Background: an optimization exercise with open tools, aiming at small area and few clock cycles. Do not read the settings as production practice. In this exercise RTL edits were held to simulation tests only and were not proved equivalent to the original. Power is estimated from default activity; no workload was simulated.

==> flow/design.v <==
package cdf_pkg;
  localparam int FRAME_W = 16;
  localparam int COEF_W  = 5;
  localparam int CEP_W   = 16;
  localparam int DELTA_W = 17;
  localparam int CFG_W   = 6;
  localparam logic [CFG_W-1:0] COEF_COUNT_RESET = 6'd13;
endpackage
module cepstral_delta_features_unit (
  input  logic                                clk,
  input  logic                                rst_n,
  input  logic                                push,
  output logic                                full,
  input  logic signed [cdf_pkg::CEP_W-1:0]    in_cep_value,
  input  logic                                in_final_frame,
  output logic                                empty,
  input  logic                                pop,
  output logic [cdf_pkg::FRAME_W-1:0]         out_frame_index,
  output logic [cdf_pkg::COEF_W-1:0]          out_coef_index,
  output logic signed [cdf_pkg::CEP_W-1:0]    out_cep_out,
  output logic signed [cdf_pkg::DELTA_W-1:0]  out_delta_out,
  output logic                                out_utterance_end,
  output logic                                out_short_error,
  input  logic                                cfg_wr_en,
  input  logic [cdf_pkg::CFG_W-1:0]           cfg_wr_data
);
  localparam int ROWS = 32;
  localparam int W    = cdf_pkg::CEP_W;
  logic [cdf_pkg::COEF_W-1:0]  nm1_r;     
  logic                        hv_r;      
  logic [W-1:0]                v_r;       
  logic [W-1:0]                y_r;       
  logic                        fin_r;
  logic                        last_r;
  logic                        hh_r;      
  logic [cdf_pkg::FRAME_W-1:0] o_frame;   
  logic [cdf_pkg::COEF_W-1:0]  o_coef;    
  logic                        o_valid;
  logic [2:0]                  o_b;       
  logic [cdf_pkg::DELTA_W-1:0] o_delta;
  logic                        o_uend;
  logic                        o_serr;
  logic [ROWS-1:0][4*W-1:0]    hist_r;
  logic       out_ready, accept, load_next;
  logic       short_c, last_c, has_res, odd_first, h_done, hh_c;
  logic [2:0] first_b;
  logic [cdf_pkg::COEF_W-1:0]  c_c;
  logic [cdf_pkg::FRAME_W-1:0] f_c;
  logic [W-1:0] s2, s4;
  assign out_ready = !o_valid || pop;
  assign full      = hv_r || !out_ready;
  assign accept    = push && !full;
  assign load_next = hv_r && out_ready;
  assign empty     = !o_valid;
  always_comb begin
    c_c  = o_coef;
    f_c  = o_frame;
    hh_c = hh_r;
    if (last_r) begin
      c_c = '0;
      if (fin_r) begin
        f_c  = '0;
        hh_c = 1'b0;
      end else begin
        f_c  = o_frame + 16'd1;
        hh_c = hh_r || o_frame[2];
      end
    end else begin
      c_c = o_coef + 5'd1;
    end
  end
  assign last_c    = c_c >= nm1_r;
  assign short_c   = !hh_c && !f_c[2];
  assign has_res   = !(short_c && !in_final_frame);
  assign first_b   = hh_c ? 3'd2 : f_c[2:0];
  assign odd_first = first_b[0];
  logic [2:0] b_nx;
  assign b_nx      = o_valid ? o_b - 3'd1 : o_b;
  assign h_done    = (b_nx == {1'b0, !fin_r, 1'b0});
  always_ff @(posedge clk) begin
    if (!rst_n) begin
      nm1_r   <= 5'(cdf_pkg::COEF_COUNT_RESET - 1);
      hv_r    <= 1'b0;
      o_valid <= 1'b0;
      fin_r   <= 1'b1;
      last_r  <= 1'b1;
    end else begin
      if (cfg_wr_en) begin
        if (cfg_wr_data == '0)        nm1_r <= '0;
        else if (cfg_wr_data > 6'd32) nm1_r <= 5'd31;
        else                          nm1_r <= 5'(cfg_wr_data - 6'd1);
      end
      if (accept) begin
        hv_r   <= has_res && (odd_first || first_b != {1'b0, !in_final_frame, 1'b0});
        fin_r  <= in_final_frame;
        last_r <= last_c;
      end else if (load_next) begin
        hv_r   <= !h_done;
      end
      if ((accept && has_res && !odd_first) || load_next) o_valid <= 1'b1;
      else if (pop) o_valid <= 1'b0;
    end
  end
  always_ff @(posedge clk) begin
    if (accept) begin
      hh_r    <= hh_c;
      o_frame <= f_c;
      o_coef  <= c_c;
    end
    if (accept && has_res) begin
      v_r     <= in_cep_value;
      y_r     <= s2;
      o_b     <= first_b;
      o_delta <= short_c ? '0 : ($signed({in_cep_value[W-1], in_cep_value}) - $signed({s4[W-1], s4}));
      o_uend  <= in_final_frame && last_c && first_b == 3'd0;
      o_serr  <= short_c;
    end else if (load_next) begin
      o_b     <= b_nx;
      o_uend  <= fin_r && last_r && h_done;
    end
  end
  logic [cdf_pkg::COEF_W-1:0] oc_n, nc_n, addr_n;
  logic                       hv_n, last_n;
  logic [ROWS-1:0]            sel_r, wsel;
  always_comb begin
    oc_n   = o_coef;
    last_n = last_r;
    hv_n   = hv_r;
    if (accept) begin
      oc_n   = c_c;
      last_n = last_c;
      hv_n   = has_res && (odd_first || first_b != {1'b0, !in_final_frame, 1'b0});
    end else if (load_next) begin
      hv_n   = !h_done;
    end
    if (!rst_n) begin
      last_n = 1'b1;
      hv_n   = 1'b0;
    end
    nc_n   = last_n ? '0 : oc_n + 5'd1;
    addr_n = hv_n ? oc_n : nc_n;
  end
  always_ff @(posedge clk) begin
    sel_r         <= '0;
    sel_r[addr_n] <= 1'b1;
  end
  always_comb begin
    wsel = '0;
    wsel[hv_r ? o_coef : c_c] = 1'b1;
  end
  logic          late, shift;
  logic [W-1:0]  s1_in;
  assign late  = load_next && o_b[2];
  assign shift = (accept && !(has_res && first_b[2])) || late;
  assign s1_in = late ? v_r : in_cep_value;
  always_comb begin
    s2 = '0;
    s4 = '0;
    for (int i = 0; i < ROWS; i++) begin
      s2 = s2 | ({W{sel_r[i]}} & hist_r[i][2*W-1:W]);
      s4 = s4 | ({W{sel_r[i]}} & hist_r[i][4*W-1:3*W]);
    end
  end
  for (genvar i = 0; i < ROWS; i++) begin : g_row
    always_ff @(posedge clk) begin
      if (shift && wsel[i]) hist_r[i] <= {hist_r[i][3*W-1:0], s1_in};
    end
  end
  assign out_frame_index   = o_frame - {13'd0, o_b};
  assign out_coef_index    = o_coef;
  always_comb begin
    case (o_b)
      3'd0:    out_cep_out = v_r;
      3'd1:    out_cep_out = s2;
      3'd2:    out_cep_out = y_r;
      default: out_cep_out = s4;
    endcase
  end
  assign out_delta_out     = o_delta;
  assign out_utterance_end = o_uend;
  assign out_short_error   = o_serr;
endmodule
make LEC_CHECK=0 CAP_MARGIN=20 CORE_MARGIN=2 CORE_UTILIZATION=65 CTS_CLUSTER_DIAMETER=100 CTS_CLUSTER_SIZE=28 SETUP_SLACK_MARGIN=0.2 SLEW_MARGIN=20 finish   # period 5.0 ns
run.sh (not shown) runs the stock make flow with config.mk's settings and CLKGATE_MAP_FILE= SYNTH_SCRIPT=/design/flow/synth_recipe.tcl, a recipe that flattens the netlist after the stock synthesis.
Testbench counts at the start, summed over its fixed seeds: cycles 29,435.
Then changed:
--- a/flow/design.v
+++ b/flow/design.v
@@ -118,13 +118,13 @@
       o_b     <= b_nx;
       o_uend  <= fin_r && last_r && h_done;
     end
   end
   logic [cdf_pkg::COEF_W-1:0] oc_n, nc_n, addr_n;
   logic                       hv_n, last_n;
-  logic [ROWS-1:0]            sel_r, wsel;
+  logic [ROWS-1:0]            sel_r;
   always_comb begin
     oc_n   = o_coef;
     last_n = last_r;
     hv_n   = hv_r;
     if (accept) begin
       oc_n   = c_c;
@@ -141,16 +141,12 @@
     addr_n = hv_n ? oc_n : nc_n;
   end
   always_ff @(posedge clk) begin
     sel_r         <= '0;
     sel_r[addr_n] <= 1'b1;
   end
-  always_comb begin
-    wsel = '0;
-    wsel[hv_r ? o_coef : c_c] = 1'b1;
-  end
   logic          late, shift;
   logic [W-1:0]  s1_in;
   assign late  = load_next && o_b[2];
   assign shift = (accept && !(has_res && first_b[2])) || late;
   assign s1_in = late ? v_r : in_cep_value;
   always_comb begin
@@ -160,13 +156,13 @@
       s2 = s2 | ({W{sel_r[i]}} & hist_r[i][2*W-1:W]);
       s4 = s4 | ({W{sel_r[i]}} & hist_r[i][4*W-1:3*W]);
     end
   end
   for (genvar i = 0; i < ROWS; i++) begin : g_row
     always_ff @(posedge clk) begin
-      if (shift && wsel[i]) hist_r[i] <= {hist_r[i][3*W-1:0], s1_in};
+      if (shift && sel_r[i]) hist_r[i] <= {hist_r[i][3*W-1:0], s1_in};
     end
   end
   assign out_frame_index   = o_frame - {13'd0, o_b};
   assign out_coef_index    = o_coef;
   always_comb begin
     case (o_b)
=> The new run finished with timing, DRC and antenna clean; global-route usage rises by 0.81 points; cell area is about the same; wire length rises by a few percent; via count rises slightly; critical path depth does not change; power hardly moves; utilization rises by 0.18 points; count of clock-buffer cells in the layout rises by 4; clock power rises slightly; sequential share of layout area falls by 0.21 points; final cell count rises slightly; maximum frequency hardly moves.
Testbench counts after the change, summed over its fixed seeds: cycles 29,435.

-- port drivers added, routing unchanged --
No port has a modelled driver above. Below, the same layouts with a new extraction and two added sets of constraints.
Step 1, drivers: a clkbuf_16 drives clk and a buf_2 each remaining input, both assumed.
Step 2 moves the port delays by t, midway between the first and last clock arrival at a register: inputs arrive t later, outputs are due t later. That takes back most of the time a late clock gives input paths.
a / b / c = ideal / step 1 / step 2; a / b = the first two.
run	t (ns)	slack for setup (ns)	slew at the worst register clock pin (ns)	pins driven straight from the clock port
the first run	0.800	0.244 / 0.162 / 0.306	0.12 / 0.12	1
the second run	0.800	0.245 / 0.161 / -0.129	0.12 / 0.12	1
Met with ideal ports but missed after step 2: setup timing in the second run. The setup slack of the second run, which loses most, moves by -0.084 ns with the drivers and by -0.374 ns with both steps.
